Background: an optimization exercise with open tools, aiming at small area, a short achievable clock period and few clock cycles per item. Do not read the settings as production practice.
In this exercise RTL edits were held to simulation tests only and were not proved equivalent to the original.

### flow/flow/run.sh
#!/bin/bash
# Standard ORFS flow, with one netlist clean-up between synthesis and floorplan:
# flow/fapol.py removes inverters around full-adder cells (logic unchanged).
set -euo pipefail
R=orfs/results/sky130hd/hb_interp2/base
bash standard.sh synth > synth.log 2>&1
cp $R/1_2_yosys.v $R/1_2_yosys.std.v
python3 flow/fapol.py $R/1_2_yosys.std.v $R/1_2_yosys.v > fapol.log 2>&1
touch $R/1_2_yosys.v
bash standard.sh "BUFFER_PORTS_ARGS=-buffer_cell sky130_fd_sc_hd__buf_2" finish > finish.log 2>&1
### flow/constraint.sdc
create_clock -name core_clock -period 6.0 [get_ports {clk}]
set_input_delay 1.2000 -clock core_clock [delete_from_list [all_inputs] [get_ports {clk}]]
set_output_delay 1.2000 -clock core_clock [all_outputs]
set_load 0.01 [all_outputs]
### flow/standard.sh
#!/bin/bash
# synth_recipe.tcl (not shown) runs the flow's synth.tcl, then flattens the netlist and writes it again
# the make line also repeats each setting of config.mk as NAME=value (left out here)
make -C /OpenROAD-flow-scripts/flow DESIGN_CONFIG=/design/flow/config.mk WORK_HOME=/design/flow/orfs CLKGATE_MAP_FILE= SYNTH_SCRIPT=/design/flow/synth_recipe.tcl "${@:-finish}"
### flow/design.v
module hb_interp2 #(
    parameter int unsigned DW   = 16,
    parameter int unsigned ACCW = 36
) (
    input  logic                 clk,
    input  logic                 reset,
    input  logic signed [DW-1:0] x_in,
    input  logic                 x_in_valid,
    output logic                 x_in_ready,
    output logic signed [DW-1:0] y_out,
    output logic                 y_out_valid
);
    logic ph, ph_a, ph_b, ph_c, sa, sb, nsa, nsb, v1, v2, v3, v4, v5, v6, yv;
    logic [7:0] xr, xrn;
    logic [7:0] ra[14], rb[14];
    logic [7:0] pa[14];
    logic [10:0] q0;
    logic [8:0] q1;
    logic [8:0] q2;
    logic [8:0] q3;
    logic [8:0] q4;
    logic [8:0] q5;
    logic [11:0] q6;
    logic [8:0] s0, s1, s2, s3, s4, s5, s6;
    logic [23:0] ta, tb, tc, za, zb, z;
    logic [17:0] zr;
    logic [15:0] o3, y, bsel, asat;
    logic acc;
    assign x_in_ready  = ph;
    assign y_out       = y;
    assign y_out_valid = yv;
    assign acc         = x_in_valid & ph;
    always_ff @(posedge clk or posedge reset) begin
        if (reset) begin
            ph <= 1'b0; ph_a <= 1'b0; ph_b <= 1'b0; ph_c <= 1'b0;
            sa <= 1'b0; sb <= 1'b0; nsa <= 1'b1; nsb <= 1'b1;
            v1 <= 1'b0; v2 <= 1'b0; v3 <= 1'b0;
            v4 <= 1'b0; v5 <= 1'b0; v6 <= 1'b0; yv <= 1'b0;
        end else begin
            ph <= ~ph; ph_a <= ~ph_a; ph_b <= ~ph_b; ph_c <= ~ph_c;
            sa <= acc;
            sb <= ~acc;
            nsa <= ~acc;
            nsb <= acc;
            v1 <= sa; v2 <= v1; v3 <= v2; v4 <= v3; v5 <= v4; v6 <= v5;
            yv <= v5 | v6;
        end
    end
    always_ff @(posedge clk) begin
        xr  <= x_in[7:0];
        xrn <= ~x_in[15:8];
        ra[0] <= ~(({8{sa}} & xr) | ({8{sb}} & rb[0]));
        rb[0] <= ~(({8{nsa}} | xrn) & ({8{nsb}} | ra[0]));
        for (int k = 1; k < 14; k++) begin
            ra[k] <= ~(({8{sa}} & rb[k-1]) | ({8{sb}} & rb[k]));
            rb[k] <= ~(({8{nsa}} | ra[k-1]) & ({8{nsb}} | ra[k]));
        end
    end
    always_comb begin
        for (int k = 0; k < 14; k++) pa[k] = {ra[k][7] ^ ~ph_a, ra[k][6:0]};
        s0 = {1'b0, pa[0]} + {1'b0, pa[13]};
        s1 = {1'b0, pa[1]} + {1'b0, pa[12]};
        s2 = {1'b0, pa[2]} + {1'b0, pa[11]};
        s3 = {1'b0, pa[3]} + {1'b0, pa[10]};
        s4 = {1'b0, pa[4]} + {1'b0, pa[9]};
        s5 = {1'b0, pa[5]} + {1'b0, pa[8]};
        s6 = {1'b0, pa[6]} + {1'b0, pa[7]};
    end
    always_ff @(posedge clk) begin
        q0 <= {2'b0, s0} + {s0, 1'b0};
        q1 <= s1;
        q2 <= s2;
        q3 <= s3;
        q4 <= s4;
        q5 <= s5;
        q6 <= {3'b0, s6} + {s6, 2'b0};
    end
    wire ts1, tc2, ts3, tc4, ts5, tc6, ts7, tc8, ts9, tc10, ts11, tc12, tn13, ts14, tc15, tn16;
    wire ts17, tc18, ts19, tc20, ts21, tc22, ts23, tc24, ts25, tc26, ts27, tc28, tn29, ts30, tc31, ts32;
    wire tc33, ts34, tc35, ts36, tc37, tn38, ts39, tc40, tn41, ts42, tc43, tn44, ts45, tc46, tn47, ts48;
    wire tc49, ts50, tc51, ts52, tc53, ts54, tc55, ts56, tc57, ts58, tc59, ts60, tc61, ts62, tc63, ts64;
    wire tc65, tn66, ts67, tc68, ts69, tc70, ts71, tc72, ts73, tc74, ts75, tc76, ts77, tc78, ts79, tc80;
    wire ts81, tc82, ts83, tc84, ts85, tc86, ts87, tc88, ts89, tc90, ts91, tc92, ts93, tc94, ts95, tc96;
    wire ts97, tc98, ts99, tc100, ts101, tc102, ts103, tc104, ts105, tc106, ts107, tc108, ts109, tc110, ts111, tc112;
    wire ts113, tc114, tn115, ts116, tc117, tn118, ts119, tc120, tn121, ts122, tc123, tn124, ts125, tc126, ts127, tc128;
    wire ts129, tc130, ts131, tc132, ts133, tc134, ts135, tc136, ts137, tc138, ts139, tc140, ts141, tc142, ts143, tc144;
    wire ts145, tc146, ts147, tc148, ts149, tc150, ts151, tc152, tn153, ts154, tc155, tn156, ts157, tc158, tn159, ts160;
    wire tc161, ts162, tc163, ts164, tc165, ts166, tc167, ts168, tc169, ts170, tc171, ts172, tc173, ts174, tc175, ts176;
    wire tc177, ts178, tc179, tn180, ts181, tc182, tn183, ts184, tc185, tn186, ts187, tc188, tn189, ts190, tc191, tn192;
    wire ts193, tc194, ts195, tc196, ts197, tc198, ts199, tc200, ts201, tc202, ts203, tc204, ts205, tc206, ts207, tc208;
    wire tn209, ts210, tc211, ts212, tc213, tn214, ts215, tc216, ts217, tc218, ts219, tc220, tn221, ts222, tc223, tn224;
    wire ts225, tc226, tn227, ts228, tc229, ts230, tc231, ts232, tc233, ts234, tc235, ts236, tc237, ts238, tc239, ts240;
    wire tc241, ts242, tc243, tn244, ts245, tc246, ts247, tc248, tn249, ts250, tc251, tn252, ts253, tc254, tn255, ts256;
    wire tc257, tn258, ts259, tc260, tn261, ts262, tc263, ts264, tc265, ts266, tc267, ts268, tc269, ts270, tc271, tn272;
    wire ts273, tc274, ts275, tc276, tn277, ts278, tc279, tn280, ts281, tc282, ts283, tc284, ts285, tc286, ts287, tc288;
    wire ts289, tc290, tn291, ts292, tc293, ts294, tc295, ts296, tc297, ts298, tc299, tn300, ts301, tc302, tn303, ts304;
    wire tc305, tn306, ts307, tc308, ts309, tc310, tn311, ts312, tc313, tn314, ts315, tc316, tn317, ts318, tc319, ts320;
    wire tc321, ts322, tc323, ts324, tc325, ts326, tc327, ts328, tc329, ts330, tc331, tn332, ts333, tc334, ts335, tc336;
    wire tn337, ts338, tc339, ts340, tc341, ts342, tc343, ts344, tc345, ts346, tc347, ts348, tc349, tn350, ts351, tc352;
    wire tn353, ts354, tc355, ts356, tc357, tn358, ts359, tc360, tn361, ts362, tc363, ts364, tc365, tn366, ts367, tc368;
    wire tn369, ts370, tc371, tn372, ts373, tc374, ts375, tc376, ts377, tc378, ts379, tc380, tn381, ts382, tc383, tn384;
    wire ts385, tc386, tn387, ts388, tc389, ts390, tc391, tn392, ts393, tc394, ts395, tc396, tn397, ts398, tc399;
    assign ts1 = q0[0] ^ q2[0] ^ q6[0];
    assign tc2 = (q0[0] & q2[0]) | (q0[0] & q6[0]) | (q2[0] & q6[0]);
    assign ts3 = q0[1] ^ q2[1] ^ q6[1];
    assign tc4 = (q0[1] & q2[1]) | (q0[1] & q6[1]) | (q2[1] & q6[1]);
    assign ts5 = q1[1] ^ q3[0] ^ q4[0];
    assign tc6 = (q1[1] & q3[0]) | (q1[1] & q4[0]) | (q3[0] & q4[0]);
    assign ts7 = q5[1] ^ tc2;
    assign tc8 = q5[1] & ~tc2;
    assign ts9 = q0[2] ^ q2[2] ^ q2[0];
    assign tc10 = (q0[2] & q2[2]) | (q0[2] & q2[0]) | (q2[2] & q2[0]);
    assign ts11 = q1[2] ^ q3[1] ^ q4[1];
    assign tc12 = (q1[2] & q3[1]) | (q1[2] & q4[1]) | (q3[1] & q4[1]);
    assign tn13 = ~q6[2];
    assign ts14 = q5[2] ^ tn13 ^ tc6;
    assign tc15 = (q5[2] & tn13) | (q5[2] & tc6) | (tn13 & tc6);
    assign tn16 = ~ts11;
    assign ts17 = tc4 ^ tn16 ^ ts9;
    assign tc18 = (tc4 & tn16) | (tc4 & ts9) | (tn16 & ts9);
    assign ts19 = q0[3] ^ q1[0] ^ q2[3];
    assign tc20 = (q0[3] & q1[0]) | (q0[3] & q2[3]) | (q1[0] & q2[3]);
    assign ts21 = q1[3] ^ q3[2] ^ q3[0];
    assign tc22 = (q1[3] & q3[2]) | (q1[3] & q3[0]) | (q3[2] & q3[0]);
    assign ts23 = q4[2] ^ q4[0] ^ q5[3];
    assign tc24 = (q4[2] & q4[0]) | (q4[2] & q5[3]) | (q4[0] & q5[3]);
    assign ts25 = q2[1] ^ q6[3] ^ tc10;
    assign tc26 = (q2[1] & q6[3]) | (q2[1] & tc10) | (q6[3] & tc10);
    assign ts27 = tc12 ^ ts21 ^ ts23;
    assign tc28 = (tc12 & ts21) | (tc12 & ts23) | (ts21 & ts23);
    assign tn29 = ~tc15;
    assign ts30 = ts19 ^ tn29 ^ ts25;
    assign tc31 = (ts19 & tn29) | (ts19 & ts25) | (tn29 & ts25);
    assign ts32 = q0[4] ^ q1[1] ^ q2[4];
    assign tc33 = (q0[4] & q1[1]) | (q0[4] & q2[4]) | (q1[1] & q2[4]);
    assign ts34 = q1[4] ^ q2[0] ^ q3[3];
    assign tc35 = (q1[4] & q2[0]) | (q1[4] & q3[3]) | (q2[0] & q3[3]);
    assign ts36 = q3[1] ^ q4[3] ^ q4[1];
    assign tc37 = (q3[1] & q4[3]) | (q3[1] & q4[1]) | (q4[3] & q4[1]);
    assign tn38 = ~q2[2];
    assign ts39 = q5[4] ^ q6[0] ^ tn38;
    assign tc40 = (q5[4] & q6[0]) | (q5[4] & tn38) | (q6[0] & tn38);
    assign tn41 = ~q6[4];
    assign ts42 = tn41 ^ tc22 ^ tc24;
    assign tc43 = (tn41 & tc22) | (tn41 & tc24) | (tc22 & tc24);
    assign tn44 = ~tc20;
    assign ts45 = tn44 ^ ts34 ^ ts36;
    assign tc46 = (tn44 & ts34) | (tn44 & ts36) | (ts34 & ts36);
    assign tn47 = ~ts39;
    assign ts48 = ts32 ^ tn47 ^ tc26;
    assign tc49 = (ts32 & tn47) | (ts32 & tc26) | (tn47 & tc26);
    assign ts50 = tc28 ^ ts42 ^ ts45;
    assign tc51 = (tc28 & ts42) | (tc28 & ts45) | (ts42 & ts45);
    assign ts52 = q0[5] ^ q1[2] ^ q2[5];
    assign tc53 = (q0[5] & q1[2]) | (q0[5] & q2[5]) | (q1[2] & q2[5]);
    assign ts54 = q1[5] ^ q1[0] ^ q2[1];
    assign tc55 = (q1[5] & q1[0]) | (q1[5] & q2[1]) | (q1[0] & q2[1]);
    assign ts56 = q3[4] ^ q3[2] ^ q4[4];
    assign tc57 = (q3[4] & q3[2]) | (q3[4] & q4[4]) | (q3[2] & q4[4]);
    assign ts58 = q4[2] ^ q5[5] ^ q6[1];
    assign tc59 = (q4[2] & q5[5]) | (q4[2] & q6[1]) | (q5[5] & q6[1]);
    assign ts60 = q2[3] ^ q6[5] ^ tc33;
    assign tc61 = (q2[3] & q6[5]) | (q2[3] & tc33) | (q6[5] & tc33);
    assign ts62 = tc35 ^ tc37 ^ tc40;
    assign tc63 = (tc35 & tc37) | (tc35 & tc40) | (tc37 & tc40);
    assign ts64 = ts54 ^ ts56 ^ ts58;
    assign tc65 = (ts54 & ts56) | (ts54 & ts58) | (ts56 & ts58);
    assign tn66 = ~tc43;
    assign ts67 = ts52 ^ tn66 ^ ts60;
    assign tc68 = (ts52 & tn66) | (ts52 & ts60) | (tn66 & ts60);
    assign ts69 = tc46 ^ ts62 ^ ts64;
    assign tc70 = (tc46 & ts62) | (tc46 & ts64) | (ts62 & ts64);
    assign ts71 = tc49 ^ tc51;
    assign tc72 = ~tc49 & tc51;
    assign ts73 = q0[6] ^ q1[3] ^ q2[6];
    assign tc74 = (q0[6] & q1[3]) | (q0[6] & q2[6]) | (q1[3] & q2[6]);
    assign ts75 = q2[4] ^ q4[0] ^ q5[0];
    assign tc76 = (q2[4] & q4[0]) | (q2[4] & q5[0]) | (q4[0] & q5[0]);
    assign ts77 = q1[6] ^ q1[1] ^ q2[2];
    assign tc78 = (q1[6] & q1[1]) | (q1[6] & q2[2]) | (q1[1] & q2[2]);
    assign ts79 = q3[5] ^ q3[3] ^ q4[5];
    assign tc80 = (q3[5] & q3[3]) | (q3[5] & q4[5]) | (q3[3] & q4[5]);
    assign ts81 = q4[3] ^ q5[6] ^ q6[2];
    assign tc82 = (q4[3] & q5[6]) | (q4[3] & q6[2]) | (q5[6] & q6[2]);
    assign ts83 = tc55 ^ tc57 ^ tc59;
    assign tc84 = (tc55 & tc57) | (tc55 & tc59) | (tc57 & tc59);
    assign ts85 = q6[6] ^ tc53 ^ ts73;
    assign tc86 = (q6[6] & tc53) | (q6[6] & ts73) | (tc53 & ts73);
    assign ts87 = ts77 ^ ts79 ^ ts81;
    assign tc88 = (ts77 & ts79) | (ts77 & ts81) | (ts79 & ts81);
    assign ts89 = tc63 ^ tc65 ^ ts83;
    assign tc90 = (tc63 & tc65) | (tc63 & ts83) | (tc65 & ts83);
    assign ts91 = ts75 ^ tc61 ^ ts85;
    assign tc92 = (ts75 & tc61) | (ts75 & ts85) | (tc61 & ts85);
    assign ts93 = ts87 ^ tc70 ^ ts89;
    assign tc94 = (ts87 & tc70) | (ts87 & ts89) | (tc70 & ts89);
    assign ts95 = tc68 ^ ts91;
    assign tc96 = tc68 | ts91;
    assign ts97 = q0[7] ^ q1[4] ^ q2[7];
    assign tc98 = (q0[7] & q1[4]) | (q0[7] & q2[7]) | (q1[4] & q2[7]);
    assign ts99 = q2[5] ^ q2[0] ^ q3[0];
    assign tc100 = (q2[5] & q2[0]) | (q2[5] & q3[0]) | (q2[0] & q3[0]);
    assign ts101 = q4[1] ^ q5[1] ^ q6[7];
    assign tc102 = (q4[1] & q5[1]) | (q4[1] & q6[7]) | (q5[1] & q6[7]);
    assign ts103 = q1[7] ^ q1[2] ^ q2[3];
    assign tc104 = (q1[7] & q1[2]) | (q1[7] & q2[3]) | (q1[2] & q2[3]);
    assign ts105 = q3[6] ^ q3[4] ^ q4[6];
    assign tc106 = (q3[6] & q3[4]) | (q3[6] & q4[6]) | (q3[4] & q4[6]);
    assign ts107 = q4[4] ^ q5[7] ^ q6[3];
    assign tc108 = (q4[4] & q5[7]) | (q4[4] & q6[3]) | (q5[7] & q6[3]);
    assign ts109 = tc78 ^ tc80 ^ tc82;
    assign tc110 = (tc78 & tc80) | (tc78 & tc82) | (tc80 & tc82);
    assign ts111 = tc74 ^ tc76 ^ ts97;
    assign tc112 = (tc74 & tc76) | (tc74 & ts97) | (tc76 & ts97);
    assign ts113 = ts103 ^ ts105 ^ ts107;
    assign tc114 = (ts103 & ts105) | (ts103 & ts107) | (ts105 & ts107);
    assign tn115 = ~tc84;
    assign ts116 = ts99 ^ ts101 ^ tn115;
    assign tc117 = (ts99 & ts101) | (ts99 & tn115) | (ts101 & tn115);
    assign tn118 = ~tc86;
    assign ts119 = tc88 ^ ts109 ^ tn118;
    assign tc120 = (tc88 & ts109) | (tc88 & tn118) | (ts109 & tn118);
    assign tn121 = ~ts111;
    assign ts122 = ts113 ^ tn121 ^ tc90;
    assign tc123 = (ts113 & tn121) | (ts113 & tc90) | (tn121 & tc90);
    assign tn124 = ~ts119;
    assign ts125 = ts116 ^ tc92 ^ tn124;
    assign tc126 = (ts116 & tc92) | (ts116 & tn124) | (tc92 & tn124);
    assign ts127 = tc96 ^ tc94;
    assign tc128 = ~tc96 & tc94;
    assign ts129 = q0[8] ^ q1[5] ^ q2[8];
    assign tc130 = (q0[8] & q1[5]) | (q0[8] & q2[8]) | (q1[5] & q2[8]);
    assign ts131 = q2[6] ^ q2[1] ^ q3[1];
    assign tc132 = (q2[6] & q2[1]) | (q2[6] & q3[1]) | (q2[1] & q3[1]);
    assign ts133 = q4[2] ^ q5[2] ^ q5[0];
    assign tc134 = (q4[2] & q5[2]) | (q4[2] & q5[0]) | (q5[2] & q5[0]);
    assign ts135 = q1[8] ^ q1[3] ^ q2[4];
    assign tc136 = (q1[8] & q1[3]) | (q1[8] & q2[4]) | (q1[3] & q2[4]);
    assign ts137 = q3[7] ^ q3[5] ^ q4[7];
    assign tc138 = (q3[7] & q3[5]) | (q3[7] & q4[7]) | (q3[5] & q4[7]);
    assign ts139 = q4[5] ^ q5[8] ^ q6[4];
    assign tc140 = (q4[5] & q5[8]) | (q4[5] & q6[4]) | (q5[8] & q6[4]);
    assign ts141 = q6[8] ^ tc98 ^ tc100;
    assign tc142 = (q6[8] & tc98) | (q6[8] & tc100) | (tc98 & tc100);
    assign ts143 = tc104 ^ tc106 ^ tc108;
    assign tc144 = (tc104 & tc106) | (tc104 & tc108) | (tc106 & tc108);
    assign ts145 = tc102 ^ ts129 ^ ts131;
    assign tc146 = (tc102 & ts129) | (tc102 & ts131) | (ts129 & ts131);
    assign ts147 = ts135 ^ ts137 ^ ts139;
    assign tc148 = (ts135 & ts137) | (ts135 & ts139) | (ts137 & ts139);
    assign ts149 = ts133 ^ tc112 ^ ts141;
    assign tc150 = (ts133 & tc112) | (ts133 & ts141) | (tc112 & ts141);
    assign ts151 = tc110 ^ tc114 ^ ts143;
    assign tc152 = (tc110 & tc114) | (tc110 & ts143) | (tc114 & ts143);
    assign tn153 = ~ts147;
    assign ts154 = tn153 ^ ts145 ^ tc117;
    assign tc155 = (tn153 & ts145) | (tn153 & tc117) | (ts145 & tc117);
    assign tn156 = ~ts149;
    assign ts157 = tc120 ^ ts151 ^ tn156;
    assign tc158 = (tc120 & ts151) | (tc120 & tn156) | (ts151 & tn156);
    assign tn159 = ~tc123;
    assign ts160 = tn159 ^ ts154 ^ tc126;
    assign tc161 = (tn159 & ts154) | (tn159 & tc126) | (ts154 & tc126);
    assign ts162 = q0[9] ^ q1[6] ^ q2[7];
    assign tc163 = (q0[9] & q1[6]) | (q0[9] & q2[7]) | (q1[6] & q2[7]);
    assign ts164 = q2[2] ^ q3[2] ^ q4[3];
    assign tc165 = (q2[2] & q3[2]) | (q2[2] & q4[3]) | (q3[2] & q4[3]);
    assign ts166 = q5[3] ^ q5[1] ^ q6[9];
    assign tc167 = (q5[3] & q5[1]) | (q5[3] & q6[9]) | (q5[1] & q6[9]);
    assign ts168 = q1[4] ^ q2[5] ^ q3[8];
    assign tc169 = (q1[4] & q2[5]) | (q1[4] & q3[8]) | (q2[5] & q3[8]);
    assign ts170 = q3[6] ^ q3[0] ^ q4[8];
    assign tc171 = (q3[6] & q3[0]) | (q3[6] & q4[8]) | (q3[0] & q4[8]);
    assign ts172 = tc130 ^ tc132 ^ tc134;
    assign tc173 = (tc130 & tc132) | (tc130 & tc134) | (tc132 & tc134);
    assign ts174 = q4[6] ^ q6[5] ^ tc136;
    assign tc175 = (q4[6] & q6[5]) | (q4[6] & tc136) | (q6[5] & tc136);
    assign ts176 = ts162 ^ ts164 ^ ts166;
    assign tc177 = (ts162 & ts164) | (ts162 & ts166) | (ts164 & ts166);
    assign ts178 = tc138 ^ tc140 ^ ts168;
    assign tc179 = (tc138 & tc140) | (tc138 & ts168) | (tc140 & ts168);
    assign tn180 = ~tc142;
    assign ts181 = ts170 ^ tc144 ^ tn180;
    assign tc182 = (ts170 & tc144) | (ts170 & tn180) | (tc144 & tn180);
    assign tn183 = ~tc146;
    assign ts184 = tc148 ^ ts174 ^ tn183;
    assign tc185 = (tc148 & ts174) | (tc148 & tn183) | (ts174 & tn183);
    assign tn186 = ~ts178;
    assign ts187 = ts172 ^ tn186 ^ ts176;
    assign tc188 = (ts172 & tn186) | (ts172 & ts176) | (tn186 & ts176);
    assign tn189 = ~tc150;
    assign ts190 = tc152 ^ tn189 ^ ts181;
    assign tc191 = (tc152 & tn189) | (tc152 & ts181) | (tn189 & ts181);
    assign tn192 = ~ts184;
    assign ts193 = tn192 ^ ts187 ^ tc155;
    assign tc194 = (tn192 & ts187) | (tn192 & tc155) | (ts187 & tc155);
    assign ts195 = tc158 ^ ts190;
    assign tc196 = tc158 & ts190;
    assign ts197 = q0[10] ^ q1[7] ^ q2[8];
    assign tc198 = (q0[10] & q1[7]) | (q0[10] & q2[8]) | (q1[7] & q2[8]);
    assign ts199 = q2[3] ^ q3[3] ^ q4[4];
    assign tc200 = (q2[3] & q3[3]) | (q2[3] & q4[4]) | (q3[3] & q4[4]);
    assign ts201 = q4[0] ^ q5[4] ^ q5[2];
    assign tc202 = (q4[0] & q5[4]) | (q4[0] & q5[2]) | (q5[4] & q5[2]);
    assign ts203 = q1[5] ^ q2[6] ^ q3[7];
    assign tc204 = (q1[5] & q2[6]) | (q1[5] & q3[7]) | (q2[6] & q3[7]);
    assign ts205 = q3[1] ^ q4[7] ^ q6[6];
    assign tc206 = (q3[1] & q4[7]) | (q3[1] & q6[6]) | (q4[7] & q6[6]);
    assign ts207 = q5[0] ^ q6[10] ^ tc163;
    assign tc208 = (q5[0] & q6[10]) | (q5[0] & tc163) | (q6[10] & tc163);
    assign tn209 = ~tc165;
    assign ts210 = tc169 ^ tc171 ^ tn209;
    assign tc211 = (tc169 & tc171) | (tc169 & tn209) | (tc171 & tn209);
    assign ts212 = tc167 ^ ts197 ^ ts199;
    assign tc213 = (tc167 & ts197) | (tc167 & ts199) | (ts197 & ts199);
    assign tn214 = ~ts201;
    assign ts215 = ts203 ^ ts205 ^ tn214;
    assign tc216 = (ts203 & ts205) | (ts203 & tn214) | (ts205 & tn214);
    assign ts217 = tc173 ^ tc177 ^ ts207;
    assign tc218 = (tc173 & tc177) | (tc173 & ts207) | (tc177 & ts207);
    assign ts219 = tc175 ^ tc179 ^ ts210;
    assign tc220 = (tc175 & tc179) | (tc175 & ts210) | (tc179 & ts210);
    assign tn221 = ~ts212;
    assign ts222 = tn221 ^ ts215 ^ tc182;
    assign tc223 = (tn221 & ts215) | (tn221 & tc182) | (ts215 & tc182);
    assign tn224 = ~ts217;
    assign ts225 = tc185 ^ tn224 ^ ts219;
    assign tc226 = (tc185 & tn224) | (tc185 & ts219) | (tn224 & ts219);
    assign tn227 = ~tc188;
    assign ts228 = tn227 ^ tc191 ^ ts222;
    assign tc229 = (tn227 & tc191) | (tn227 & ts222) | (tc191 & ts222);
    assign ts230 = ts225 ^ tc196;
    assign tc231 = ts225 & tc196;
    assign ts232 = q1[8] ^ q2[4] ^ q3[4];
    assign tc233 = (q1[8] & q2[4]) | (q1[8] & q3[4]) | (q2[4] & q3[4]);
    assign ts234 = q4[5] ^ q4[1] ^ q5[5];
    assign tc235 = (q4[5] & q4[1]) | (q4[5] & q5[5]) | (q4[1] & q5[5]);
    assign ts236 = q5[3] ^ q5[1] ^ q6[11];
    assign tc237 = (q5[3] & q5[1]) | (q5[3] & q6[11]) | (q5[1] & q6[11]);
    assign ts238 = q1[6] ^ q2[7] ^ q3[8];
    assign tc239 = (q1[6] & q2[7]) | (q1[6] & q3[8]) | (q2[7] & q3[8]);
    assign ts240 = q3[2] ^ q4[8] ^ q6[7];
    assign tc241 = (q3[2] & q4[8]) | (q3[2] & q6[7]) | (q4[8] & q6[7]);
    assign ts242 = q6[0] ^ tc198 ^ tc200;
    assign tc243 = (q6[0] & tc198) | (q6[0] & tc200) | (tc198 & tc200);
    assign tn244 = ~tc202;
    assign ts245 = tc204 ^ tc206 ^ tn244;
    assign tc246 = (tc204 & tc206) | (tc204 & tn244) | (tc206 & tn244);
    assign ts247 = ts232 ^ ts234 ^ ts236;
    assign tc248 = (ts232 & ts234) | (ts232 & ts236) | (ts234 & ts236);
    assign tn249 = ~tc208;
    assign ts250 = ts238 ^ ts240 ^ tn249;
    assign tc251 = (ts238 & ts240) | (ts238 & tn249) | (ts240 & tn249);
    assign tn252 = ~tc211;
    assign ts253 = tn252 ^ tc213 ^ ts242;
    assign tc254 = (tn252 & tc213) | (tn252 & ts242) | (tc213 & ts242);
    assign tn255 = ~ts247;
    assign ts256 = tc216 ^ ts245 ^ tn255;
    assign tc257 = (tc216 & ts245) | (tc216 & tn255) | (ts245 & tn255);
    assign tn258 = ~tc218;
    assign ts259 = tn258 ^ tc220 ^ ts250;
    assign tc260 = (tn258 & tc220) | (tn258 & ts250) | (tc220 & ts250);
    assign tn261 = ~ts253;
    assign ts262 = tn261 ^ ts256 ^ tc223;
    assign tc263 = (tn261 & ts256) | (tn261 & tc223) | (ts256 & tc223);
    assign ts264 = tc226 ^ ts259 ^ tc229;
    assign tc265 = (tc226 & ts259) | (tc226 & tc229) | (ts259 & tc229);
    assign ts266 = q2[5] ^ q3[5] ^ q4[6];
    assign tc267 = (q2[5] & q3[5]) | (q2[5] & q4[6]) | (q3[5] & q4[6]);
    assign ts268 = q4[2] ^ q5[6] ^ q5[4];
    assign tc269 = (q4[2] & q5[6]) | (q4[2] & q5[4]) | (q5[6] & q5[4]);
    assign ts270 = q1[7] ^ q2[8] ^ q3[3];
    assign tc271 = (q1[7] & q2[8]) | (q1[7] & q3[3]) | (q2[8] & q3[3]);
    assign tn272 = ~q5[2];
    assign ts273 = q5[0] ^ q6[8] ^ tn272;
    assign tc274 = (q5[0] & q6[8]) | (q5[0] & tn272) | (q6[8] & tn272);
    assign ts275 = q6[1] ^ tc233 ^ tc235;
    assign tc276 = (q6[1] & tc233) | (q6[1] & tc235) | (tc233 & tc235);
    assign tn277 = ~tc237;
    assign ts278 = tc239 ^ tc241 ^ tn277;
    assign tc279 = (tc239 & tc241) | (tc239 & tn277) | (tc241 & tn277);
    assign tn280 = ~ts270;
    assign ts281 = tn280 ^ ts266 ^ ts268;
    assign tc282 = (tn280 & ts266) | (tn280 & ts268) | (ts266 & ts268);
    assign ts283 = tc243 ^ tc248 ^ ts275;
    assign tc284 = (tc243 & tc248) | (tc243 & ts275) | (tc248 & ts275);
    assign ts285 = ts273 ^ tc246 ^ ts278;
    assign tc286 = (ts273 & tc246) | (ts273 & ts278) | (tc246 & ts278);
    assign ts287 = ts281 ^ tc254 ^ ts283;
    assign tc288 = (ts281 & tc254) | (ts281 & ts283) | (tc254 & ts283);
    assign ts289 = tc251 ^ tc257 ^ ts285;
    assign tc290 = (tc251 & tc257) | (tc251 & ts285) | (tc257 & ts285);
    assign tn291 = ~ts287;
    assign ts292 = tc260 ^ tn291 ^ ts289;
    assign tc293 = (tc260 & tn291) | (tc260 & ts289) | (tn291 & ts289);
    assign ts294 = q2[6] ^ q3[6] ^ q4[7];
    assign tc295 = (q2[6] & q3[6]) | (q2[6] & q4[7]) | (q3[6] & q4[7]);
    assign ts296 = q4[3] ^ q5[7] ^ q5[5];
    assign tc297 = (q4[3] & q5[7]) | (q4[3] & q5[5]) | (q5[7] & q5[5]);
    assign ts298 = q1[8] ^ q3[4] ^ q5[1];
    assign tc299 = (q1[8] & q3[4]) | (q1[8] & q5[1]) | (q3[4] & q5[1]);
    assign tn300 = ~q6[9];
    assign ts301 = tn300 ^ q5[3] ^ q6[2];
    assign tc302 = (tn300 & q5[3]) | (tn300 & q6[2]) | (q5[3] & q6[2]);
    assign tn303 = ~tc271;
    assign ts304 = tn303 ^ tc267 ^ tc269;
    assign tc305 = (tn303 & tc267) | (tn303 & tc269) | (tc267 & tc269);
    assign tn306 = ~ts294;
    assign ts307 = tc274 ^ ts298 ^ tn306;
    assign tc308 = (tc274 & ts298) | (tc274 & tn306) | (ts298 & tn306);
    assign ts309 = ts296 ^ ts301 ^ tc276;
    assign tc310 = (ts296 & ts301) | (ts296 & tc276) | (ts301 & tc276);
    assign tn311 = ~tc279;
    assign ts312 = tn311 ^ tc282 ^ ts304;
    assign tc313 = (tn311 & tc282) | (tn311 & ts304) | (tc282 & ts304);
    assign tn314 = ~ts307;
    assign ts315 = tn314 ^ tc284 ^ ts309;
    assign tc316 = (tn314 & tc284) | (tn314 & ts309) | (tc284 & ts309);
    assign tn317 = ~tc286;
    assign ts318 = tn317 ^ ts312 ^ tc288;
    assign tc319 = (tn317 & ts312) | (tn317 & tc288) | (ts312 & tc288);
    assign ts320 = tc290 ^ ts315;
    assign tc321 = tc290 & ~ts315;
    assign ts322 = q2[7] ^ q3[7] ^ q4[8];
    assign tc323 = (q2[7] & q3[7]) | (q2[7] & q4[8]) | (q3[7] & q4[8]);
    assign ts324 = q4[4] ^ q5[8] ^ q5[6];
    assign tc325 = (q4[4] & q5[8]) | (q4[4] & q5[6]) | (q5[8] & q5[6]);
    assign ts326 = q3[5] ^ q5[2] ^ q6[10];
    assign tc327 = (q3[5] & q5[2]) | (q3[5] & q6[10]) | (q5[2] & q6[10]);
    assign ts328 = q5[4] ^ q6[3] ^ tc295;
    assign tc329 = (q5[4] & q6[3]) | (q5[4] & tc295) | (q6[3] & tc295);
    assign ts330 = tc297 ^ tc302 ^ ts322;
    assign tc331 = (tc297 & tc302) | (tc297 & ts322) | (tc302 & ts322);
    assign tn332 = ~ts324;
    assign ts333 = tc299 ^ ts326 ^ tn332;
    assign tc334 = (tc299 & ts326) | (tc299 & tn332) | (ts326 & tn332);
    assign ts335 = tc305 ^ ts328 ^ ts330;
    assign tc336 = (tc305 & ts328) | (tc305 & ts330) | (ts328 & ts330);
    assign tn337 = ~tc310;
    assign ts338 = tc308 ^ ts333 ^ tn337;
    assign tc339 = (tc308 & ts333) | (tc308 & tn337) | (ts333 & tn337);
    assign ts340 = tc313 ^ ts335 ^ tc316;
    assign tc341 = (tc313 & ts335) | (tc313 & tc316) | (ts335 & tc316);
    assign ts342 = ts338 ^ tc321;
    assign tc343 = ts338 & tc321;
    assign ts344 = q2[8] ^ q3[8] ^ q4[5];
    assign tc345 = (q2[8] & q3[8]) | (q2[8] & q4[5]) | (q3[8] & q4[5]);
    assign ts346 = q5[7] ^ q5[5] ^ q6[4];
    assign tc347 = (q5[7] & q5[5]) | (q5[7] & q6[4]) | (q5[5] & q6[4]);
    assign ts348 = q3[6] ^ q5[3] ^ q6[11];
    assign tc349 = (q3[6] & q5[3]) | (q3[6] & q6[11]) | (q5[3] & q6[11]);
    assign tn350 = ~tc327;
    assign ts351 = tn350 ^ tc323 ^ tc325;
    assign tc352 = (tn350 & tc323) | (tn350 & tc325) | (tc323 & tc325);
    assign tn353 = ~ts348;
    assign ts354 = tn353 ^ ts344 ^ ts346;
    assign tc355 = (tn353 & ts344) | (tn353 & ts346) | (ts344 & ts346);
    assign ts356 = tc329 ^ tc331 ^ ts351;
    assign tc357 = (tc329 & tc331) | (tc329 & ts351) | (tc331 & ts351);
    assign tn358 = ~tc334;
    assign ts359 = tn358 ^ ts354 ^ tc336;
    assign tc360 = (tn358 & ts354) | (tn358 & tc336) | (ts354 & tc336);
    assign tn361 = ~tc339;
    assign ts362 = ts356 ^ tn361 ^ ts359;
    assign tc363 = (ts356 & tn361) | (ts356 & ts359) | (tn361 & ts359);
    assign ts364 = q4[6] ^ q5[8] ^ q5[6];
    assign tc365 = (q4[6] & q5[8]) | (q4[6] & q5[6]) | (q5[8] & q5[6]);
    assign tn366 = ~q6[5];
    assign ts367 = q3[7] ^ q5[4] ^ tn366;
    assign tc368 = (q3[7] & q5[4]) | (q3[7] & tn366) | (q5[4] & tn366);
    assign tn369 = ~tc349;
    assign ts370 = tn369 ^ tc345 ^ tc347;
    assign tc371 = (tn369 & tc345) | (tn369 & tc347) | (tc345 & tc347);
    assign tn372 = ~ts367;
    assign ts373 = ts364 ^ tn372 ^ tc352;
    assign tc374 = (ts364 & tn372) | (ts364 & tc352) | (tn372 & tc352);
    assign ts375 = tc355 ^ ts370 ^ tc357;
    assign tc376 = (tc355 & ts370) | (tc355 & tc357) | (ts370 & tc357);
    assign ts377 = ts373 ^ tc360;
    assign tc378 = ts373 | tc360;
    assign ts379 = q4[7] ^ q5[7] ^ q6[6];
    assign tc380 = (q4[7] & q5[7]) | (q4[7] & q6[6]) | (q5[7] & q6[6]);
    assign tn381 = ~tc365;
    assign ts382 = q3[8] ^ q5[5] ^ tn381;
    assign tc383 = (q3[8] & q5[5]) | (q3[8] & tn381) | (q5[5] & tn381);
    assign tn384 = ~tc368;
    assign ts385 = tn384 ^ ts379 ^ tc371;
    assign tc386 = (tn384 & ts379) | (tn384 & tc371) | (ts379 & tc371);
    assign tn387 = ~ts382;
    assign ts388 = tn387 ^ tc374 ^ ts385;
    assign tc389 = (tn387 & tc374) | (tn387 & ts385) | (tc374 & ts385);
    assign ts390 = q4[8] ^ q5[8] ^ q6[7];
    assign tc391 = (q4[8] & q5[8]) | (q4[8] & q6[7]) | (q5[8] & q6[7]);
    assign tn392 = ~q5[6];
    assign ts393 = tn392 ^ tc380 ^ ts390;
    assign tc394 = (tn392 & tc380) | (tn392 & ts390) | (tc380 & ts390);
    assign ts395 = tc383 ^ ts393;
    assign tc396 = tc383 & ~ts393;
    assign tn397 = ~q5[7];
    assign ts398 = tn397 ^ q6[8] ^ tc391;
    assign tc399 = (tn397 & q6[8]) | (tn397 & tc391) | (q6[8] & tc391);
    always_ff @(posedge clk) begin
        ta <= {1'b1, q6[11], q6[10], q5[8], tc394, tc386, tc376, ts375, tc341, tc319, ts318, tc263, ts262, tc194, ts193, ts157, ts122, tc72, ts67, tc31, tc18, tc8, ts5, q1[0]};
        tb <= {1'b1, 1'b1, 1'b1, q6[9], tc396, tc389, tc378, tc363, tc343, ts340, tc293, tc265, tc231, ts228, tc161, tc128, ts125, ts93, ts69, ts48, ts27, ts14, ts3, q5[0]};
        tc <= {1'b1, 1'b1, 1'b1, tc399, ts398, ts395, ts388, ts377, ts362, ts342, ts320, ts292, ts264, ts230, ts195, ts160, ts127, ts95, ts71, ts50, ts30, ts17, ts7, ts1};
    end
    assign o3 = ph_b ? 16'h2f91 : zr[17:2];
    wire un1, us2, uc3, un4, us5, uc6, us7, uc8, un9, us10, uc11, un12, us13, uc14, un15, us16;
    wire uc17, un18, us19, uc20, un21, us22, uc23, un24, us25, uc26, un27, us28, uc29, un30, us31, uc32;
    wire us33, uc34, un35, us36, uc37, un38, us39, uc40, un41, us42, uc43, un44, us45, uc46, un47, us48;
    wire uc49, un50, us51, uc52, un53, us54, uc55, un56, us57, uc58, un59, us60, uc61, us62, uc63, us64;
    wire uc65, us66, uc67, us68, uc69, un70, us71, uc72, un73, us74, uc75, un76, us77, uc78, un79, us80;
    wire uc81, un82, us83, uc84, un85, us86, uc87, un88, us89, uc90, us91, uc92, us93, uc94, us95, uc96;
    wire us97, uc98, us99, uc100, us101, uc102, un103, us104, uc105, un106, us107, uc108, us109, uc110, us111, uc112;
    wire us113, uc114;
    assign un1 = ~tc[0];
    assign us2 = ta[0] ^ tb[0] ^ un1;
    assign uc3 = (ta[0] & tb[0]) | (ta[0] & un1) | (tb[0] & un1);
    assign un4 = ~ta[1];
    assign us5 = un4 ^ tb[1] ^ tc[1];
    assign uc6 = (un4 & tb[1]) | (un4 & tc[1]) | (tb[1] & tc[1]);
    assign us7 = o3[1] ^ uc3;
    assign uc8 = o3[1] & uc3;
    assign un9 = ~tc[2];
    assign us10 = ta[2] ^ tb[2] ^ un9;
    assign uc11 = (ta[2] & tb[2]) | (ta[2] & un9) | (tb[2] & un9);
    assign un12 = ~uc6;
    assign us13 = o3[2] ^ un12 ^ us10;
    assign uc14 = (o3[2] & un12) | (o3[2] & us10) | (un12 & us10);
    assign un15 = ~tb[3];
    assign us16 = un15 ^ ta[3] ^ tc[3];
    assign uc17 = (un15 & ta[3]) | (un15 & tc[3]) | (ta[3] & tc[3]);
    assign un18 = ~us16;
    assign us19 = o3[3] ^ uc11 ^ un18;
    assign uc20 = (o3[3] & uc11) | (o3[3] & un18) | (uc11 & un18);
    assign un21 = ~tc[4];
    assign us22 = un21 ^ ta[4] ^ tb[4];
    assign uc23 = (un21 & ta[4]) | (un21 & tb[4]) | (ta[4] & tb[4]);
    assign un24 = ~o3[4];
    assign us25 = un24 ^ uc17 ^ us22;
    assign uc26 = (un24 & uc17) | (un24 & us22) | (uc17 & us22);
    assign un27 = ~tb[5];
    assign us28 = un27 ^ ta[5] ^ tc[5];
    assign uc29 = (un27 & ta[5]) | (un27 & tc[5]) | (ta[5] & tc[5]);
    assign un30 = ~o3[5];
    assign us31 = un30 ^ uc23 ^ us28;
    assign uc32 = (un30 & uc23) | (un30 & us28) | (uc23 & us28);
    assign us33 = ta[6] ^ tb[6] ^ tc[6];
    assign uc34 = (ta[6] & tb[6]) | (ta[6] & tc[6]) | (tb[6] & tc[6]);
    assign un35 = ~uc29;
    assign us36 = o3[6] ^ un35 ^ us33;
    assign uc37 = (o3[6] & un35) | (o3[6] & us33) | (un35 & us33);
    assign un38 = ~ta[7];
    assign us39 = un38 ^ tb[7] ^ tc[7];
    assign uc40 = (un38 & tb[7]) | (un38 & tc[7]) | (tb[7] & tc[7]);
    assign un41 = ~us39;
    assign us42 = uc34 ^ o3[7] ^ un41;
    assign uc43 = (uc34 & o3[7]) | (uc34 & un41) | (o3[7] & un41);
    assign un44 = ~tc[8];
    assign us45 = ta[8] ^ tb[8] ^ un44;
    assign uc46 = (ta[8] & tb[8]) | (ta[8] & un44) | (tb[8] & un44);
    assign un47 = ~uc40;
    assign us48 = o3[8] ^ un47 ^ us45;
    assign uc49 = (o3[8] & un47) | (o3[8] & us45) | (un47 & us45);
    assign un50 = ~tc[9];
    assign us51 = un50 ^ ta[9] ^ tb[9];
    assign uc52 = (un50 & ta[9]) | (un50 & tb[9]) | (ta[9] & tb[9]);
    assign un53 = ~us51;
    assign us54 = o3[9] ^ uc46 ^ un53;
    assign uc55 = (o3[9] & uc46) | (o3[9] & un53) | (uc46 & un53);
    assign un56 = ~ta[10];
    assign us57 = tb[10] ^ tc[10] ^ un56;
    assign uc58 = (tb[10] & tc[10]) | (tb[10] & un56) | (tc[10] & un56);
    assign un59 = ~uc52;
    assign us60 = o3[10] ^ un59 ^ us57;
    assign uc61 = (o3[10] & un59) | (o3[10] & us57) | (un59 & us57);
    assign us62 = ta[11] ^ tb[11] ^ tc[11];
    assign uc63 = (ta[11] & tb[11]) | (ta[11] & tc[11]) | (tb[11] & tc[11]);
    assign us64 = o3[11] ^ uc58 ^ us62;
    assign uc65 = (o3[11] & uc58) | (o3[11] & us62) | (uc58 & us62);
    assign us66 = ta[12] ^ tb[12] ^ tc[12];
    assign uc67 = (ta[12] & tb[12]) | (ta[12] & tc[12]) | (tb[12] & tc[12]);
    assign us68 = uc63 ^ o3[12] ^ us66;
    assign uc69 = (uc63 & o3[12]) | (uc63 & us66) | (o3[12] & us66);
    assign un70 = ~tb[13];
    assign us71 = un70 ^ ta[13] ^ tc[13];
    assign uc72 = (un70 & ta[13]) | (un70 & tc[13]) | (ta[13] & tc[13]);
    assign un73 = ~us71;
    assign us74 = uc67 ^ o3[13] ^ un73;
    assign uc75 = (uc67 & o3[13]) | (uc67 & un73) | (o3[13] & un73);
    assign un76 = ~tc[14];
    assign us77 = un76 ^ ta[14] ^ tb[14];
    assign uc78 = (un76 & ta[14]) | (un76 & tb[14]) | (ta[14] & tb[14]);
    assign un79 = ~o3[14];
    assign us80 = un79 ^ uc72 ^ us77;
    assign uc81 = (un79 & uc72) | (un79 & us77) | (uc72 & us77);
    assign un82 = ~tb[15];
    assign us83 = un82 ^ ta[15] ^ tc[15];
    assign uc84 = (un82 & ta[15]) | (un82 & tc[15]) | (ta[15] & tc[15]);
    assign un85 = ~o3[15];
    assign us86 = un85 ^ uc78 ^ us83;
    assign uc87 = (un85 & uc78) | (un85 & us83) | (uc78 & us83);
    assign un88 = ~tc[16];
    assign us89 = un88 ^ ta[16] ^ tb[16];
    assign uc90 = (un88 & ta[16]) | (un88 & tb[16]) | (ta[16] & tb[16]);
    assign us91 = uc84 ^ us89;
    assign uc92 = uc84 | us89;
    assign us93 = 1'b0 ^ ta[17] ^ tb[17];
    assign uc94 = (1'b0 & ta[17]) | (1'b0 & tb[17]) | (ta[17] & tb[17]);
    assign us95 = tc[17] ^ uc90 ^ us93;
    assign uc96 = (tc[17] & uc90) | (tc[17] & us93) | (uc90 & us93);
    assign us97 = ta[18] ^ tb[18] ^ tc[18];
    assign uc98 = (ta[18] & tb[18]) | (ta[18] & tc[18]) | (tb[18] & tc[18]);
    assign us99 = uc94 ^ us97;
    assign uc100 = uc94 | us97;
    assign us101 = 1'b0 ^ ta[19] ^ tc[19];
    assign uc102 = (1'b0 & ta[19]) | (1'b0 & tc[19]) | (ta[19] & tc[19]);
    assign un103 = ~tb[19];
    assign us104 = un103 ^ uc98 ^ us101;
    assign uc105 = (un103 & uc98) | (un103 & us101) | (uc98 & us101);
    assign un106 = ~ta[20];
    assign us107 = un106 ^ tb[20] ^ tc[20];
    assign uc108 = (un106 & tb[20]) | (un106 & tc[20]) | (tb[20] & tc[20]);
    assign us109 = uc102 ^ us107;
    assign uc110 = uc102 | us107;
    assign us111 = ta[21] ^ uc108;
    assign uc112 = ta[21] | uc108;
    assign us113 = ta[22] ^ ph_b;
    assign uc114 = ~ta[22] & ph_b;
    assign za = {~ph_b, ~uc112, ~uc110, ~uc105, ~uc100, ~uc96, ~uc92, ~uc87, ~uc81, uc75, uc69, uc65, uc61, uc55, uc49, uc43, uc37, ~uc32, ~uc26, uc20, uc14, uc8, ~us5, o3[0]};
    assign zb = {uc114, ~us113, us111, us109, ~us104, us99, ~us95, us91, ~us86, ~us80, us74, us68, us64, us60, us54, us48, us42, us36, ~us31, ~us25, us19, us13, us7, us2};
    assign z = za + zb;
    always_ff @(posedge clk) begin
        zr <= z[23:6];
    end
    always_comb begin
        if (zr[16] != zr[15]) asat = zr[16] ? 16'h8000 : 16'h7fff;
        else                  asat = zr[15:0];
        if (v2 & v4)      bsel = {~ra[8], rb[8]};
        else if (v2 | v4) bsel = {~ra[7], rb[7]};
        else              bsel = {~ra[6], rb[6]};
    end
    always_ff @(posedge clk) begin
        y <= ph_c ? asat : bsel;
    end
endmodule
### flow/flow/fapol.py
#!/usr/bin/env python3
"""Inverter clean-up around full adders in a mapped sky130 netlist.

A full adder is self-dual: FA(~a, ~b, ~c) = (~sum, ~cout). Yosys' adder extraction often
leaves inverters on the inputs and outputs of fa cells. This script gives each fa cell a
flag 'flipped' (its pins then carry the complements of the original values), chooses the
flags greedily to need as few inverters as possible, and rewrites the netlist with the
inverters that are then needed. The logic function of the module is unchanged.
Usage: fapol.py IN.v OUT.v"""
import re, sys
from collections import defaultdict

src = open(sys.argv[1]).read()
inst_re = re.compile(r'^(\s*)(sky130_fd_sc_hd__\w+)\s+(\S+)\s*\((.*?)\);\n', re.S | re.M)
pin_re = re.compile(r'\.(\w+)\(\s*(.*?)\s*\)\s*(?:,|$)', re.S)

insts = []
for m in inst_re.finditer(src):
    pins = [(p, n.strip()) for p, n in pin_re.findall(m.group(4))]
    insts.append(dict(start=m.start(), end=m.end(), cell=m.group(2), name=m.group(3), pins=pins))

OUT_PINS = {"X", "Y", "Q", "Q_N", "SUM", "COUT", "HI", "LO"}
def is_inv(c): return re.match(r"sky130_fd_sc_hd__(clk)?inv_\d+$", c) is not None
def is_fa(c): return re.match(r"sky130_fd_sc_hd__fa_\d+$", c) is not None

driver = {}
loads = defaultdict(list)   # net -> [(inst index, pin)]
for i, it in enumerate(insts):
    for p, n in it["pins"]:
        if p in OUT_PINS: driver[n] = (i, p)
        else: loads[n].append((i, p))

# nets used outside cell pins (ports, assigns) are left as they are
port_nets = set()
hdr = src[:insts[0]["start"]] if insts else src
for m in re.finditer(r'^\s*(input|output)\s+(?:\[(\d+):(\d+)\]\s*)?(\S+?);', src, re.M):
    nm = m.group(4)
    if m.group(2):
        for b in range(int(m.group(3)), int(m.group(2)) + 1):
            port_nets.add(f"{nm}[{b}]")
    port_nets.add(nm)

inv_idx = [i for i, it in enumerate(insts) if it["cell"] == "sky130_fd_sc_hd__inv_1"]
fa_idx = [i for i, it in enumerate(insts) if is_fa(it["cell"])]

# managed inverters: inv_1 whose output is not a port net
managed = set()
for i in inv_idx:
    pins = dict(insts[i]["pins"])
    if pins["Y"] in port_nets or pins["A"] in port_nets and False:
        continue
    managed.add(i)

def base_of(net):
    """follow managed inverters back: returns (base net, parity)"""
    k = 0
    seen = 0
    while net in driver and driver[net][0] in managed and seen < 8:
        net = dict(insts[driver[net][0]]["pins"])["A"]
        k ^= 1; seen += 1
    return net, k

# consumers: every non-managed-inverter input pin; record its base and parity
cons = []   # (inst, pin, base, parity)
for i, it in enumerate(insts):
    if i in managed: continue
    for p, n in it["pins"]:
        if p in OUT_PINS: continue
        b, k = base_of(n)
        cons.append((i, p, b, k))
# port outputs driven through managed inverters also count as consumers
for n in port_nets:
    if n in driver and driver[n][0] in managed:
        pass  # excluded above (managed excludes inverters driving ports)

fa_set = set(fa_idx)
flip = defaultdict(int)
def drv_flip(b):
    d = driver.get(b)
    return flip[d[0]] if d and d[0] in fa_set else 0
by_base = defaultdict(list)
for c in cons: by_base[c[2]].append(c)
def need(c):
    i, p, b, k = c
    return k ^ drv_flip(b) ^ (flip[i] if i in fa_set else 0)
def base_cost(b):
    s = set(need(c) for c in by_base[b])
    return 1 if 1 in s else 0
# bases touched by an fa (as driver or consumer)
fa_bases = defaultdict(set)
for c in cons:
    if c[0] in fa_set: fa_bases[c[0]].add(c[2])
for i in fa_idx:
    for p, n in insts[i]["pins"]:
        if p in OUT_PINS: fa_bases[i].add(n)

before = sum(base_cost(b) for b in by_base)
import random
def total(): return sum(base_cost(b) for b in by_base)
best = (before, {i: 0 for i in fa_idx})
for seed in range(40):
    rnd = random.Random(seed)
    for i in fa_idx: flip[i] = rnd.randint(0, 1) if seed else 0
    for it_ in range(40):
        changed = 0
        order = fa_idx[:]; rnd.shuffle(order)
        for i in order:
            bs = fa_bases[i]
            c0 = sum(base_cost(b) for b in bs)
            flip[i] ^= 1
            c1 = sum(base_cost(b) for b in bs)
            if c1 < c0: changed += 1
            elif c1 == c0 and rnd.random() < 0.3: pass
            else: flip[i] ^= 1
        if not changed and it_ > 5: break
    t = total()
    if t < best[0]: best = (t, {i: flip[i] for i in fa_idx})
for i in fa_idx: flip[i] = best[1][i]
after = sum(base_cost(b) for b in by_base)
sys.stderr.write(f"fapol: {len(managed)} inverters managed; needed before {before}, after {after}; "
                 f"{sum(flip.values())} of {len(fa_idx)} fa flipped\n")

# rewrite: drop managed inverters, reconnect consumers to base or to a new inverter
newinv = {}
new_wires = []
def inv_of(b):
    if b not in newinv:
        w = f"_fapol_{len(newinv)}_"
        newinv[b] = w
        new_wires.append(w)
    return newinv[b]
repl = {}   # (inst, pin) -> net
for c in cons:
    i, p, b, k = c
    repl[(i, p)] = inv_of(b) if need(c) else b

def esc(n):
    return n + " " if n.startswith("\\") else n
out = []
pos = 0
for i, it in enumerate(insts):
    out.append(src[pos:it["start"]])
    pos = it["end"]
    if i in managed:
        continue
    pins = []
    for p, n in it["pins"]:
        pins.append((p, repl.get((i, p), n)))
    body = ",\n".join(f"    .{p}({esc(n)})" for p, n in pins)
    out.append(f"  {it['cell']} {it['name']} (\n{body}\n  );\n")
rest = src[pos:]
# new inverters before endmodule
invs = "".join(f"  sky130_fd_sc_hd__inv_1 _fapol_inv_{j}_ (\n    .A({esc(b)}),\n    .Y({w})\n  );\n"
               for j, (b, w) in enumerate(newinv.items()))
rest = rest.replace("endmodule", invs + "endmodule", 1)
text = "".join(out) + rest
# declare new wires after the module header's first wire declaration
decl = "".join(f"  wire {w};\n" for w in new_wires)
text = re.sub(r'(\n\s*wire )', "\n" + decl.rstrip("\n") + r'\1', text, count=1)
open(sys.argv[2], "w").write(text)
### flow/config.mk
export PLATFORM = sky130hd
export DESIGN_NAME = hb_interp2
export DESIGN_NICKNAME = hb_interp2
export VERILOG_FILES = /design/flow/design.v
export SDC_FILE = /design/flow/constraint.sdc
export NUM_CORES = 4
export LEC_CHECK = 0
export CAP_MARGIN = 20
export CORE_MARGIN = 2
export CORE_UTILIZATION = 75
export CTS_CLUSTER_DIAMETER = 100
export CTS_CLUSTER_SIZE = 30
export GPL_ROUTABILITY_DRIVEN = 0
export PLACE_DENSITY = 0.9
export SETUP_SLACK_MARGIN = 2.8
export SLEW_MARGIN = 20
==> results_dict.tcl, run 1 <==
set metrics [dict create \
    clk_pin_slew_ns 0.11 \
    viasPerCell 6.606 \
    criticalPathCategory "flip-flop to flip-flop" \
    wl_per_cell_um 25.60 \
    met2_usage_pct 63.39 \
    multi_input_area_sq_um 10410 \
    ios 37 \
    place_inst 1957 \
    cts_root_buf "clkbuf_16" \
    met3_usage_pct 8.841 \
    busiest_layer "met2" \
    fin_setup_tns_ns 0 \
    clock_latency_ns 0.55 \
    rsz0062_at_grt "true" \
    layout_common_cells "dfxtp_1, fa_1, inv_1, o22ai_1, a22oi_1" \
    worstPathArrival_ns 3.71 \
    fin_cells 1991 \
    seqCellArea_sq_um 8606 \
    cp_cell_sequence "xnor2_1 > ha_1 > nor2_1 > nor3_2 > ha_1 > or3_1 > o21ai_0 > a21oi_1 > xor2_1" \
    slowest_stage "dfrtp_1" \
    initial_core_util_pct 76.86 \
    die_area_sq_um 27260 \
    crit_family "flip-flops" \
    cts_sinks 422 \
    fin_crit_sh_pct 54.08 \
    worstSetupStartpointType "flip-flop" \
    synth_area_per_cell_sq_um 11.74 \
    worstSetupEndpointType "flip-flop" \
    worst_slack_ns 2.755 \
    hold_buffers 0 \
    finish.utilization_pct 81.92 \
    grt.overflow.total 0 \
    dpl.hpwl_mm 35.86 \
    period_needed_ns 3.245 \
    synth_cells 1658 \
    rows 58 \
    final_common_cell "dfxtp_1" \
    netlist_area_sq_um 19470 \
    cp.required_ns 6.46 \
    fmaxAchievable_mhz 308.2 \
    regToRegSetupSlack_ns 2.76 \
    cp_num_buf_inv 0 \
    cap_violations 0 \
    dpl-instance-area_sq_um 19840 \
    grt_max_degree 113 \
    status "timing/DRC/antenna clean" \
    core-area_sq_um 25330 \
    die_y_um 165.1 \
    clockBufferDepth 3 \
    antenna_found_initial 0 \
    nets 1992 \
    cts_tree "done" \
    path_common_cell "ha_1" \
    vias 13150 \
    yosys_warnings 4 \
    n_fill_cell 1325 \
    hold_ws_ns 0.3599 \
    design_area_sq_um 20750 \
    tightest_slew_ns 1.122 \
    crit_path_max_fanout 15 \
    grt_pass1_wl_mm 77.38 \
    gr-usage-all-layers_pct 38.10 \
    drtAntennaViolNets 0 \
    dr.pass1.iters 5 \
    grt_pass1_vias 13830 \
    skew_ns 0.02031 \
    drt_iter0_markers 1621 \
    drc 0 \
    synth_fp_nets 1996 \
    ctsHtreeMaxLevel 1 \
    slew_violations 0 \
    slew_headroom_pct 25.20 \
    numCtsBuffers 18 \
    max_stage_delay_ns 0.84 \
    die_x_um 165.1 \
    pre_cts_slack_ns 2.595 \
    io_buffers 36 \
    finalWirelength_mm 50.98 \
    hold_viol_final 0 \
    antenna_cells 0 \
    hold_path.class "flip-flop to flip-flop" \
    drive_above_1_share_pct 11.50 \
    setup_viol 0 \
    syn_to_final_growth_pct 6.575 \
    use_met1_pct 44.79 \
]
## layer usage
metal	wire length [um]	up-vias
li1	-	5683
met1	18320	6497
met2	24310	715
met3	4314	258
met4	4034	0
met5	0	-
## flip-flops by register name, indices dropped and copies added (netlist names), 8 cells and up
signal / flops
tc: 21
q3: 9
xr: 8
q4: 9
q2: 9
y: 16
q1: 9
rb: 112
tb: 21
ta: 23
xrn: 8
q5: 9
q0: 11
ra: 112
q6: 12
zr: 18
## what timing repair did
action	in CTS	in global routing
cloned	0	0
buffers inserted	2	5
pin swaps	5	18
setup endpoints to repair	14	21
resized for setup	27	81
## worst register-to-register path: stages, from the launching register on
cell and delay (ns):
dfrtp_1 0.84, xnor2_1 0.24, ha_1 0.41, nor2_1 0.09, nor3_2 0.46, ha_1 0.34, or3_1 0.16, o21ai_0 0.09
a21oi_1 0.27, xor2_1 0.26
## path summary, 6_finish.rpt
path	cells past startpoint	startpoint	end
worst max-delay path	9	ph_a	q0[9]
worst min-delay path	0	v1	v2
worst max register to register	9	ph_a	q0[9]
worst min register to register	0	v1	v2
max in group asynchronous	2	reset	sa
min in group asynchronous	2	reset	v4
## layout make-up
class	instances	share of cell area [%]
Multi-Input combinational cell	1023	50.15
Timing Repair Buffer	47	1.266
Clock inverter	3	0.1628
Inverter	142	2.569
Sequential cell	422	41.48
Tap cell	330	1.990
Clock buffer	24	2.382
Testbench counts, summed over its fixed seeds: cycles 4,144, samples 2,048.
==> inputs of run 2 (changes only) <==
--- a/flow/config.mk
+++ b/flow/config.mk
@@ -10,7 +10,6 @@
 export CORE_UTILIZATION = 75
 export CTS_CLUSTER_DIAMETER = 100
 export CTS_CLUSTER_SIZE = 30
-export GPL_ROUTABILITY_DRIVEN = 0
-export PLACE_DENSITY = 0.9
+export PLACE_DENSITY = 0.85
 export SETUP_SLACK_MARGIN = 2.8
 export SLEW_MARGIN = 20
==> results_dict.tcl, run 2 <==
set metrics [dict create \
    seqCellArea_sq_um 8584 \
    core-area_sq_um 25330 \
    crit_path_max_fanout 4 \
    worstSetupEndpointType "flip-flop" \
    fin_setup_tns_ns 0 \
    rsz0062_at_grt "true" \
    cap_violations 0 \
    ios 37 \
    cts_tree "done" \
    io_buffers 36 \
    hold_viol_final 0 \
    die_area_sq_um 27260 \
    initial_core_util_pct 76.86 \
    worstSetupStartpointType "flip-flop" \
    syn_to_final_growth_pct 6.292 \
    clockBufferDepth 3 \
    status "timing/DRC/antenna clean" \
    drt_iter0_markers 1276 \
    grt_pass1_vias 13120 \
    antenna_cells 0 \
    multi_input_area_sq_um 10380 \
    antenna_found_initial 1 \
    criticalPathCategory "flip-flop to flip-flop" \
    clock_latency_ns 0.52 \
    skew_ns 0.02166 \
    nets 1991 \
    viasPerCell 6.353 \
    finalWirelength_mm 47.87 \
    gp_congestion 0.9783 \
    vias 12630 \
    n_fill_cell 1420 \
    worstPathArrival_ns 3.62 \
    grt_max_degree 113 \
    dpl.hpwl_mm 36.32 \
    dr.pass1.iters 5 \
    slew_headroom_pct 26.69 \
    critPathLaunch "ta[6]" \
    period_needed_ns 3.185 \
    grt.overflow.total 0 \
    drive_above_1_share_pct 10.19 \
    setup_viol 0 \
    numCtsBuffers 18 \
    path_common_cell "fa_1" \
    slew_violations 0 \
    drt-met1-wl_mm 18.62 \
    worst_slack_ns 2.815 \
    fmaxAchievable_mhz 313.9 \
    yosys_warnings 4 \
    rr_startpoint "ta[6]" \
    top_layer "met5" \
    fin_crit_sh_pct 53.09 \
    netlist_area_sq_um 19470 \
    rows 58 \
    synth_area_per_cell_sq_um 11.74 \
    pre_cts_slack_ns 2.589 \
    cp.required_ns 6.44 \
    hold_path.class "flip-flop to flip-flop" \
    finish.utilization_pct 81.70 \
    tightest_slew_ns 1.100 \
    final_common_cell "dfxtp_1" \
    synth_fp_nets 1996 \
    wl_met3_mm 3.152 \
    wl_met2_mm 24.01 \
    gr-usage-all-layers_pct 36.32 \
    cp_cell_sequence "fa_1 > fa_1 > ha_4 > nand2_4 > or3_4 > o21ba_4 > o21ai_2 > a32oi_2 > o21a_1 > a311oi_2" \
    synth_cells 1658 \
    cts_sinks 422 \
    reg_top3 "ra (112), rb (112), ta (23)" \
    slowest_stage "fa_1" \
    clk_pin_slew_ns 0.11 \
    wl_per_cell_um 24.08 \
    die_x_um 165.1 \
    grt_pass1_wl_mm 73.33 \
    max_stage_delay_ns 0.53 \
    drc 0 \
    die_y_um 165.1 \
    drtAntennaViolNets 0 \
    ctsHtreeMaxLevel 1 \
    layout_common_cells "dfxtp_1, fa_1, inv_1, o22ai_1, a22oi_1" \
    cts_root_buf "clkbuf_16" \
    min-delay-start "v3" \
]
run 2: critical path: cells and delay by family (launching register included):
family / cells / cell delay [ns]
flip-flops: 1 / 0.33
adder cells (fa/ha/maj): 3 / 1.37
AO/OA/AOI/OAI: 5 / 0.94
AND/OR/NAND/NOR: 2 / 0.44
run 2: path summary, 6_finish.rpt:
| kind | slack, ns | cells past startpoint | end |
|---|---|---|---|
| worst max register to register | 2.81 | 10 | zr[17] |
| worst min register to register | 0.36 | 0 | v4 |
| min in group asynchronous | 0.84 | 2 | v3 |
| worst max-delay path | 2.81 | 10 | zr[17] |
| max in group asynchronous | 4.54 | 2 | sb |
| worst min-delay path | 0.36 | 0 | v4 |
run 2: metal layers:
metal | vias to the layer above | global-route usage [%]
met2 | 527 | 63.07
met5 | - | 0
li1 | 5685 | -
met4 | 2 | 13.79
met3 | 119 | 5.669
met1 | 6296 | 46.22
run 2: repair_timing:
action                                  in CTS  in global routing
gates cloned                                 0                  0
pin swaps                                   10                 17
buffers inserted                             4                  2
endpoints found under the setup margin      11                 22
gates resized for setup                     24                 63
hold buffers                                 0                  0
run 2: through the flow:
step           std cells  instance area [sq um]  hold WS (ns)
2_1_floorplan       1658                  19470        0.3312
3_3_place_gp        1957                  19840        0.3331
3_5_place_dp        1957                  19840        0.3365
4_1_cts             1986                  20470        0.3615
5_1_grt             1988                  20690        0.3644
6_report            1988                  20690        0.3607
run 2: final cells by class:
| cell class | instances | area share [%] |
|---|---|---|
| multi-input combinational | 1023 | 50.18 |
| clock buffer | 22 | 2.352 |
| timing repair buffer | 46 | 1.252 |
| sequential | 422 | 41.49 |
| tap | 330 | 1.995 |
| clock inverter | 3 | 0.1633 |
| inverter | 142 | 2.576 |

## afterwards: timing with drivers on the ports
No port has a modelled driver above. Below, the same layouts with a new extraction and two added sets of constraints.
Step 1 sets driving cells, clkbuf_16 on the clock port and buf_2 on the other inputs (assumed; they add their load-dependent delay and slew).
Step 2 times the ports against the registers' clock, not the clock port: input delays grow and output delays shrink by t, the midpoint of the rising clock arrivals with the driver on.
Slacks: ideal / step 1 / step 2; pairs: ideal / step 1.
run | t (ns) | slack for setup (ns) | worst hold slack (ns) | worst slew at a driven data input, ns
run 1 | 0.594 | 2.755 / 2.755 / 2.755 | 0.360 / 0.360 / 0.360 | 0.03
run 2 | 0.566 | 2.815 / 2.815 / 2.815 | 0.361 / 0.361 / 0.361 | 0.03
After both steps setup and hold are still met in every run listed.
